This is an optimization exercise on Yosys and OpenROAD, whose aim is small area and few clock cycles per item, not a production implementation.
Function was checked by simulation only, so behaviour that the tests miss may differ from the original.
Power is estimated from default activity; no workload was simulated.

===== design/flow/run.sh =====
#!/bin/bash
# synth_recipe.tcl (not shown) runs the flow's synth.tcl, then flattens the netlist and writes it again
# the make line also repeats each setting of config.mk as NAME=value (left out here)
make -C /OpenROAD-flow-scripts/flow DESIGN_CONFIG=/design/flow/config.mk WORK_HOME=/design/flow/orfs CLKGATE_MAP_FILE= SYNTH_SCRIPT=/design/flow/synth_recipe.tcl finish

===== design/flow/config.mk =====
export PLATFORM = sky130hd
export DESIGN_NAME = single_wire_humidity_sensor_reader_top
export DESIGN_NICKNAME = single_wire_humidity_sensor_reader_top
export VERILOG_FILES = /design/flow/design.v
export SDC_FILE = /design/flow/constraint.sdc
export NUM_CORES = 4
export LEC_CHECK = 0
export CAP_MARGIN = 20
export CORE_MARGIN = 2
export CORE_UTILIZATION = 40
export SLEW_MARGIN = 20

===== design/flow/constraint.sdc =====
create_clock -name core_clock -period 8.0 [get_ports {clk}]
set_input_delay 1.6000 -clock core_clock [delete_from_list [all_inputs] [get_ports {clk}]]
set_output_delay 1.6000 -clock core_clock [all_outputs]
set_load 0.01 [all_outputs]

===== design/flow/design.v =====
package swhsr_pkg;
    typedef enum logic [2:0] {
        PH_IDLE      = 3'd0,
        PH_LOW       = 3'd1,
        PH_HIGH      = 3'd2,
        PH_RESP_LOW  = 3'd3,
        PH_RESP_HIGH = 3'd4,
        PH_DATA_LOW  = 3'd5,
        PH_BIT_RISE  = 3'd6,
        PH_BIT_HIGH  = 3'd7
    } phase_t;
    localparam logic [7:0] CFG_START_LOW    = 8'd0;
    localparam logic [7:0] CFG_RELEASE_HIGH = 8'd1;
    localparam logic [7:0] CFG_RESPONSE     = 8'd2;
    localparam logic [7:0] CFG_BIT_TIMEOUT  = 8'd3;
    localparam logic [7:0] CFG_THRESHOLD    = 8'd4;
    localparam logic [15:0] START_LOW_RESET    = 16'd18000;
    localparam logic [7:0]  RELEASE_HIGH_RESET = 8'd20;
    localparam logic [7:0]  RESPONSE_RESET     = 8'd100;
    localparam logic [7:0]  BIT_TIMEOUT_RESET  = 8'd120;
    localparam logic [7:0]  THRESHOLD_RESET    = 8'd50;
    localparam logic [5:0]  FRAME_BIT_COUNT = 6'd40;
endpackage
import swhsr_pkg::*;
module single_wire_humidity_sensor_reader_top
(
    input  logic        clk,
    input  logic        rst_n,
    input  logic        in_valid,
    output logic        in_ready,
    input  logic        cmd,
    input  logic        line_level,
    input  logic        cfg_valid,
    output logic        cfg_ready,
    input  logic [7:0]  cfg_index,
    input  logic [15:0] cfg_data,
    output logic        out_valid,
    input  logic        out_ready,
    output logic        drive_enable,
    output logic        drive_level,
    output logic        busy_res,
    output logic        done_res,
    output logic [1:0]  status,
    output logic [12:0] humidity_pct,
    output logic signed [12:0] temperature_c
);
    logic [15:0] start_low_reg;
    logic [7:0]  release_high_reg;
    logic [7:0]  response_reg;
    logic [7:0]  bit_timeout_reg;
    logic [7:0]  threshold_reg;
    swhsr_pkg::phase_t phase_reg;
    swhsr_pkg::phase_t phase_next;
    logic [15:0] cnt_reg, cnt_next;
    logic [5:0]  bit_idx_reg;
    logic        out_valid_reg;
    logic [12:0] hq_reg;      
    logic [11:0] tq_reg;      
    logic        sign_reg;    
    logic [3:0]  rem_reg;     
    logic [7:0]  acc_reg;     
    logic        mm_reg;      
    logic        ef_reg;      
    logic        to_reg;      
    logic        in_accept;
    logic [15:0] cnt_inc;
    logic        bit_value;
    logic        bit_ev;
    logic        last_bit;
    logic        timeout_ev;
    logic [3:0]  rem_in;
    logic [4:0]  div_t;
    logic        div_q;
    logic [3:0]  rem_new;
    logic [2:0]  bpos;
    logic [7:0]  acc_base;
    logic        ok;
    logic [12:0] tmag;
    assign cfg_ready = 1'b1;
    always_ff @(posedge clk or negedge rst_n)
    begin
        if (!rst_n)
        begin
            start_low_reg    <= START_LOW_RESET;
            release_high_reg <= RELEASE_HIGH_RESET;
            response_reg     <= RESPONSE_RESET;
            bit_timeout_reg  <= BIT_TIMEOUT_RESET;
            threshold_reg    <= THRESHOLD_RESET;
        end
        else if (cfg_valid)
        begin
            unique case (cfg_index)
                CFG_START_LOW:    start_low_reg    <= cfg_data;
                CFG_RELEASE_HIGH: release_high_reg <= cfg_data[7:0];
                CFG_RESPONSE:     response_reg     <= cfg_data[7:0];
                CFG_BIT_TIMEOUT:  bit_timeout_reg  <= cfg_data[7:0];
                CFG_THRESHOLD:    threshold_reg    <= cfg_data[7:0];
                default:          ;
            endcase
        end
    end
    assign in_ready  = !out_valid_reg || out_ready;
    assign in_accept = in_valid && in_ready;
    assign cnt_inc   = cnt_reg + 16'd1;
    assign bit_value = (cnt_reg[7:0] > threshold_reg);
    always_comb
    begin
        phase_next = phase_reg;
        cnt_next   = cnt_reg;
        bit_ev     = 1'b0;
        timeout_ev = 1'b0;
        if (cmd)
        begin
            if (phase_reg == PH_IDLE)
            begin
                phase_next = PH_LOW;
                cnt_next   = '0;
            end
        end
        else
        begin
            unique case (phase_reg)
                PH_IDLE:
                begin
                    phase_next = PH_IDLE;
                end
                PH_LOW:
                begin
                    cnt_next = cnt_inc;
                    if (cnt_inc >= start_low_reg)
                    begin
                        phase_next = PH_HIGH;
                        cnt_next   = '0;
                    end
                end
                PH_HIGH:
                begin
                    cnt_next = cnt_inc;
                    if (cnt_inc[8:0] >= {1'b0, release_high_reg})
                    begin
                        phase_next = PH_RESP_LOW;
                        cnt_next   = '0;
                    end
                end
                PH_RESP_LOW:
                begin
                    cnt_next = cnt_inc;
                    if (!line_level || cnt_inc[8:0] >= {1'b0, response_reg})
                    begin
                        phase_next = PH_RESP_HIGH;
                        cnt_next   = '0;
                    end
                end
                PH_RESP_HIGH:
                begin
                    cnt_next = cnt_inc;
                    if (line_level || cnt_inc[8:0] >= {1'b0, response_reg})
                    begin
                        phase_next = PH_DATA_LOW;
                        cnt_next   = '0;
                    end
                end
                PH_DATA_LOW:
                begin
                    cnt_next = cnt_inc;
                    if (!line_level || cnt_inc[8:0] >= {1'b0, response_reg})
                    begin
                        phase_next = PH_BIT_RISE;
                        cnt_next   = '0;
                    end
                end
                PH_BIT_RISE:
                begin
                    if (line_level)
                    begin
                        phase_next = PH_BIT_HIGH;
                        cnt_next   = 16'd1;
                    end
                    else
                    begin
                        cnt_next = cnt_inc;
                        if (cnt_inc[8:0] >= {1'b0, response_reg})
                        begin
                            phase_next = PH_BIT_HIGH;
                            cnt_next   = '0;
                        end
                    end
                end
                PH_BIT_HIGH:
                begin
                    if (line_level)
                    begin
                        cnt_next = cnt_inc;
                        if (cnt_inc[8:0] > {1'b0, bit_timeout_reg})
                        begin
                            timeout_ev = 1'b1;
                            phase_next = PH_IDLE;
                            cnt_next   = '0;
                        end
                    end
                    else
                    begin
                        bit_ev   = 1'b1;
                        cnt_next = '0;
                        if (last_bit)
                        begin
                            phase_next = PH_IDLE;
                        end
                        else
                        begin
                            phase_next = PH_BIT_RISE;
                        end
                    end
                end
                default:
                begin
                    phase_next = PH_IDLE;
                end
            endcase
        end
    end
    assign last_bit = bit_idx_reg[5] & bit_idx_reg[2] & bit_idx_reg[1] & bit_idx_reg[0];
    assign rem_in  = ((bit_idx_reg == 6'd0) || (bit_idx_reg == 6'd17)) ? 4'd0 : rem_reg;
    assign div_t   = {rem_in, bit_value};
    assign div_q   = (div_t >= 5'd10);
    assign rem_new = div_q ? 4'(div_t - 5'd10) : div_t[3:0];
    assign bpos     = bit_idx_reg[2:0];
    assign acc_base = (bit_idx_reg == 6'd0) ? 8'd0 : acc_reg;
    always_ff @(posedge clk or negedge rst_n)
    begin
        if (!rst_n)
        begin
            phase_reg     <= PH_IDLE;
            out_valid_reg <= 1'b0;
        end
        else
        begin
            if (in_accept)
            begin
                phase_reg <= phase_next;
            end
            out_valid_reg <= in_accept || (out_valid_reg && !out_ready);
        end
    end
    always_ff @(posedge clk)
    begin
        if (in_accept)
        begin
            cnt_reg <= cnt_next;
            ef_reg  <= bit_ev && last_bit;
            to_reg  <= timeout_ev;
            if (cmd && phase_reg == PH_IDLE)
            begin
                bit_idx_reg <= '0;
            end
            else if (bit_ev)
            begin
                bit_idx_reg <= bit_idx_reg + 6'd1;
                rem_reg     <= rem_new;
                if (!bit_idx_reg[5])
                begin
                    acc_reg <= acc_base + (8'(bit_value) << (3'd7 - bpos));
                    if (!bit_idx_reg[4])
                    begin
                        hq_reg <= {hq_reg[11:0], div_q};
                    end
                    else if (bit_idx_reg[3:0] == 4'd0)
                    begin
                        sign_reg <= bit_value;
                    end
                    else
                    begin
                        tq_reg <= {tq_reg[10:0], div_q};
                    end
                end
                else
                begin
                    mm_reg <= ((bpos == 3'd0) ? 1'b0 : mm_reg)
                            | (bit_value != acc_reg[3'd7 - bpos]);
                end
            end
        end
    end
    assign ok   = ef_reg && !mm_reg;
    assign tmag = {1'b0, tq_reg};
    assign out_valid     = out_valid_reg;
    assign drive_enable  = (phase_reg == PH_LOW) || (phase_reg == PH_HIGH);
    assign drive_level   = (phase_reg == PH_HIGH);
    assign busy_res      = (phase_reg != PH_IDLE);
    assign done_res      = ef_reg || to_reg;
    assign status        = {ef_reg && mm_reg, to_reg};
    assign humidity_pct  = ok ? hq_reg : 13'd0;
    assign temperature_c = ok ? (sign_reg ? -$signed(tmag) : $signed(tmag)) : 13'sd0;
endmodule

==> flow_summary.toml <==
[worst_setup_path]
critPathCaptureType = "output pin"
cp.required_ps = 6400
r2r_setup_slack_ps = 4020
critPathSlowestCell = "clkdlybuf4s50_1"
worst_path_largest_cell_delay_ps = 550
cp-endpoint = "temperature_c[8]"
start_kind = "flop"
worstPathMaxFanout = 4
rr_worst_depth = 13
startpoint = "tq_reg[3]$_DFFE_PP_"
cp.arrival_ps = 2830
path_cells = "or3_1, or3b_2, o31ai_1, xor2_1, nor2_1, clkdlybuf4s50_1"
r2r-start = "cnt_reg[2]$_SDFFCE_PP0P_"
reg2reg_to = "cnt_reg[5]$_SDFFCE_PP0P_"
path_class = "flop to output pin"

[detailed_routing]
firstDrtPassIters = 4
drtIter0Drc = 246
drc = 0
drt-wirelength-per-cell_um = 15.4
drtAntennaViolNets = 0
vias = 4943
via_per_inst = 5.11
drt-total-wl_um = 14900

[finish]
layout_commonest_cell = "inv_1"
nNetsFinal = 825
final_util_pct = 48.6
fillers = 1587
final_cell_mix = "inv_1 (68), nand2_1 (67), ha_1 (63), edfxtp_1 (63), clkdlybuf4s50_1 (63)"
final_area_mm2 = 0.00834
area_delta_synth_final_pct = 19.9
drive_above_1_share_pct = 13.9
num_antenna_cells = 0
fin_cells = 968

[clock_network]
clk_latency_ps = 420
postCtsSetupBuffers = 0
cts_resized = 0
clkSlewWorstSetupHoldPaths_ps = 50
cts-buffers-inserted = 17
cts_buffer_depth = 2
cts_tree = "built"
cts_max_level = 4
cts.sinks = 115
cts_root_buffer = "clkbuf_16"
cts_hold_buf = 0

[hold_path]
holdCritPathClass = "flop to flop"
min_from = "hq_reg[3]$_DFFE_PP_"

[floorplanning]
fp.dieH_um = 136
fp.dieW_um = 136
ios = 66
fp.dieArea_mm2 = 0.0185
rows = 48
initial_core_util_pct = 40.5
core_mm2 = 0.0172

[power]
p_total_mw = 1.94
leakage_nw = 3.52
ir_drop_mv = 0.172
p_per_area_mw_per_mm2 = 232

[run_status]
outcome = "no timing/DRC/antenna violations"

[synthesis]
yosys.area_share.adder_pct = 11.6
synth.ff_latch_count = 115
synthArstFlopShare_pct = 45.2
synth_compound_area_share_pct = 10.1
synthSimpleGateAreaFrac_pct = 17.4
synth.avg_cell_area_um2 = 10.5
ys.flop_type = "edfxtp_1"
ys_warn_count = 1
syn_inst = 664
syn_area_mm2 = 0.00696
synth_nets = 759
synth-edff-count = 63
synth.area.mux_share_pct = 4.30
synth_top_family_by_area = "simple AND/OR/NAND/NOR gates"
yosysUniqueCellTypes = 66
synth-xor-area-share_pct = 5.05
synth-seq-area-share_pct = 46.2

[sta]
relSlewSlack_pct = 39.2
finalCritPeriodShare_pct = 55.4
tns_ps = 0
holdWs_ps = 443
worstMarginPinSlew_ps = 908
setup_ws_ps = 3570
hold_violations = 0
drv_slew = 0
clock_skew_ps = 9.74
fmax_ghz = 0.226
min_period_ps = 4430
finalSetupViolCount = 0
rsz0062_at_grt = "no"

[placement]
place.gp.congestion = 0.803
post_dp_cell_area_mm2 = 0.00781
place_hpwl_um = 11200
place_ws_ps = 3520
place_inst = 936
io_buffers = 64

[global_routing]
grt_pass1_wl_um = 24600
grt_pass1_vias = 4873
grt-ovfl-total = 0
grt_usage_pct = 17.3
antenna_found_initial = 0
grt_max_degree = 53

[job]
drv_cap = 0
-- worst min-delay path by stage --
stage / endpoint / slack [ps] / cells after the start
after floorplan: hq_reg[10]$_DFFE_PP_ / 420 / 0
after global placement: hq_reg[4]$_DFFE_PP_ / 430 / 0
after detailed placement: hq_reg[5]$_DFFE_PP_ / 430 / 0
after CTS: hq_reg[4]$_DFFE_PP_ / 450 / 0
after global routing: hq_reg[4]$_DFFE_PP_ / 470 / 0
final: hq_reg[4]$_DFFE_PP_ / 440 / 0
-- Yosys cell counts, drive strengths merged, types with 2 or more instances --
cell type | number | share of area, %
inv | 69 | 3.7
nand2 | 67 | 3.6
edfxtp | 63 | 27
ha | 63 | 11
o21ai | 47 | 3.5
nor2 | 41 | 2.2
dfrtp | 35 | 13
xnor2 | 26 | 3.5
a21oi | 24 | 1.7
and2 | 24 | 2.2
mux2 | 19 | 3.1
dfstp | 17 | 6.4
clkbuf | 16 | 0.86
nor2b | 14 | 2.2
xor2 | 12 | 1.5
nand3 | 11 | 0.79
a21o | 8 | 0.86
nand2b | 7 | 0.63
nand4 | 7 | 0.63
o31ai | 7 | 0.75
buf | 6 | 0.72
nor3 | 6 | 0.43
nor3b | 6 | 0.88
nor4 | 6 | 0.63
or3 | 6 | 0.54
and3 | 5 | 0.45
and4 | 5 | 0.70
or2 | 5 | 0.45
a211oi | 4 | 0.43
and2b | 4 | 0.43
mux2i | 4 | 0.58
a221oi | 3 | 0.56
nand3b | 3 | 0.32
a31oi | 2 | 0.18
a41o | 2 | 0.45
mux4 | 2 | 0.65
o21bai | 2 | 0.22
o22ai | 2 | 0.18
-- area by class of cell --
cell class / count / area (um2) / area share, %
clock buffers: 19 / 433 / 5.19
clock inverters: 13 / 93.8 / 1.12
inverters: 69 / 259 / 3.10
multi-input cells: 458 / 3390 / 40.6
flip-flops and latches: 115 / 3210 / 38.5
well taps: 225 / 282 / 3.37
repair buffers: 69 / 673 / 8.07
-- critical path: cells and delay by family, from the launching register on --
family,cells,cell delay [ps]
AO/OA/AOI/OAI,1,290
XOR/XNOR,1,120
buffers and inverters,1,550
flip-flops,1,420
AND/OR/NAND/NOR,3,1030
-- power breakdown --
group          total, mW  switching, mW  internal, mW
Clock              0.676          0.259         0.418
Combinational      0.505          0.282         0.223
Sequential         0.757         0.0593         0.698
-- cells by family (layout without fill, tap and decap cells) --
| kind of cell | after synthesis | count (layout) |
|---|---|---|
| buffers and inverters | 91 | 170 |
| XOR/XNOR | 38 | 38 |
| multiplexers | 25 | 25 |
| AO/OA/AOI/OAI | 111 | 111 |
| other | 1 | 1 |
| flip-flops | 115 | 115 |
| adder cells (fa/ha/maj) | 64 | 64 |
| AND/OR/NAND/NOR | 219 | 219 |
-- layer usage --
metal / GRT usage (%) / part of all wire (%) / wire (um) / up-vias
li1: - / - / - / 2440
met3: 4.21 / 3.5 / 517 / 15
met5: 0 / 0 / 0 / -
met4: 5.67 / 1.2 / 185 / 0
met2: 30.6 / 51 / 7580 / 98
met1: 20.8 / 45 / 6660 / 2390
Testbench counts, summed over its fixed seeds: cycles 368,886, items 368,854.

## separate check: timing with driven ports
How much do the figures lean on ideal ports? The routed layout below was timed once more, with nothing changed but the port constraints.
Step 1 (the two cells are an assumption about what drives the block):
set clk [get_ports {clk}]
set_driving_cell -lib_cell sky130_fd_sc_hd__clkbuf_16 $clk
set_driving_cell -lib_cell sky130_fd_sc_hd__buf_2 [delete_from_list [all_inputs] $clk]
Step 2, shift: input delay + t, output delay - t, t = (earliest + latest rising clock arrival at the registers) / 2. This alone moves slack from input paths to output paths.
Slacks: ideal ports / drivers / drivers and shift; pairs: ideal ports / drivers.
t (ns): 0.456
setup WS [ns]: 3.566 / 3.523 / 3.638
worst hold slack (ns): 0.443 / 0.443 / 0.443
worst setup path at the end: input to output
worst slew at a driven data input, ns: 0.04
After both steps this run still meets setup and hold. The setup slack of this run moves by -0.043 ns with the drivers and by +0.072 ns with both steps.
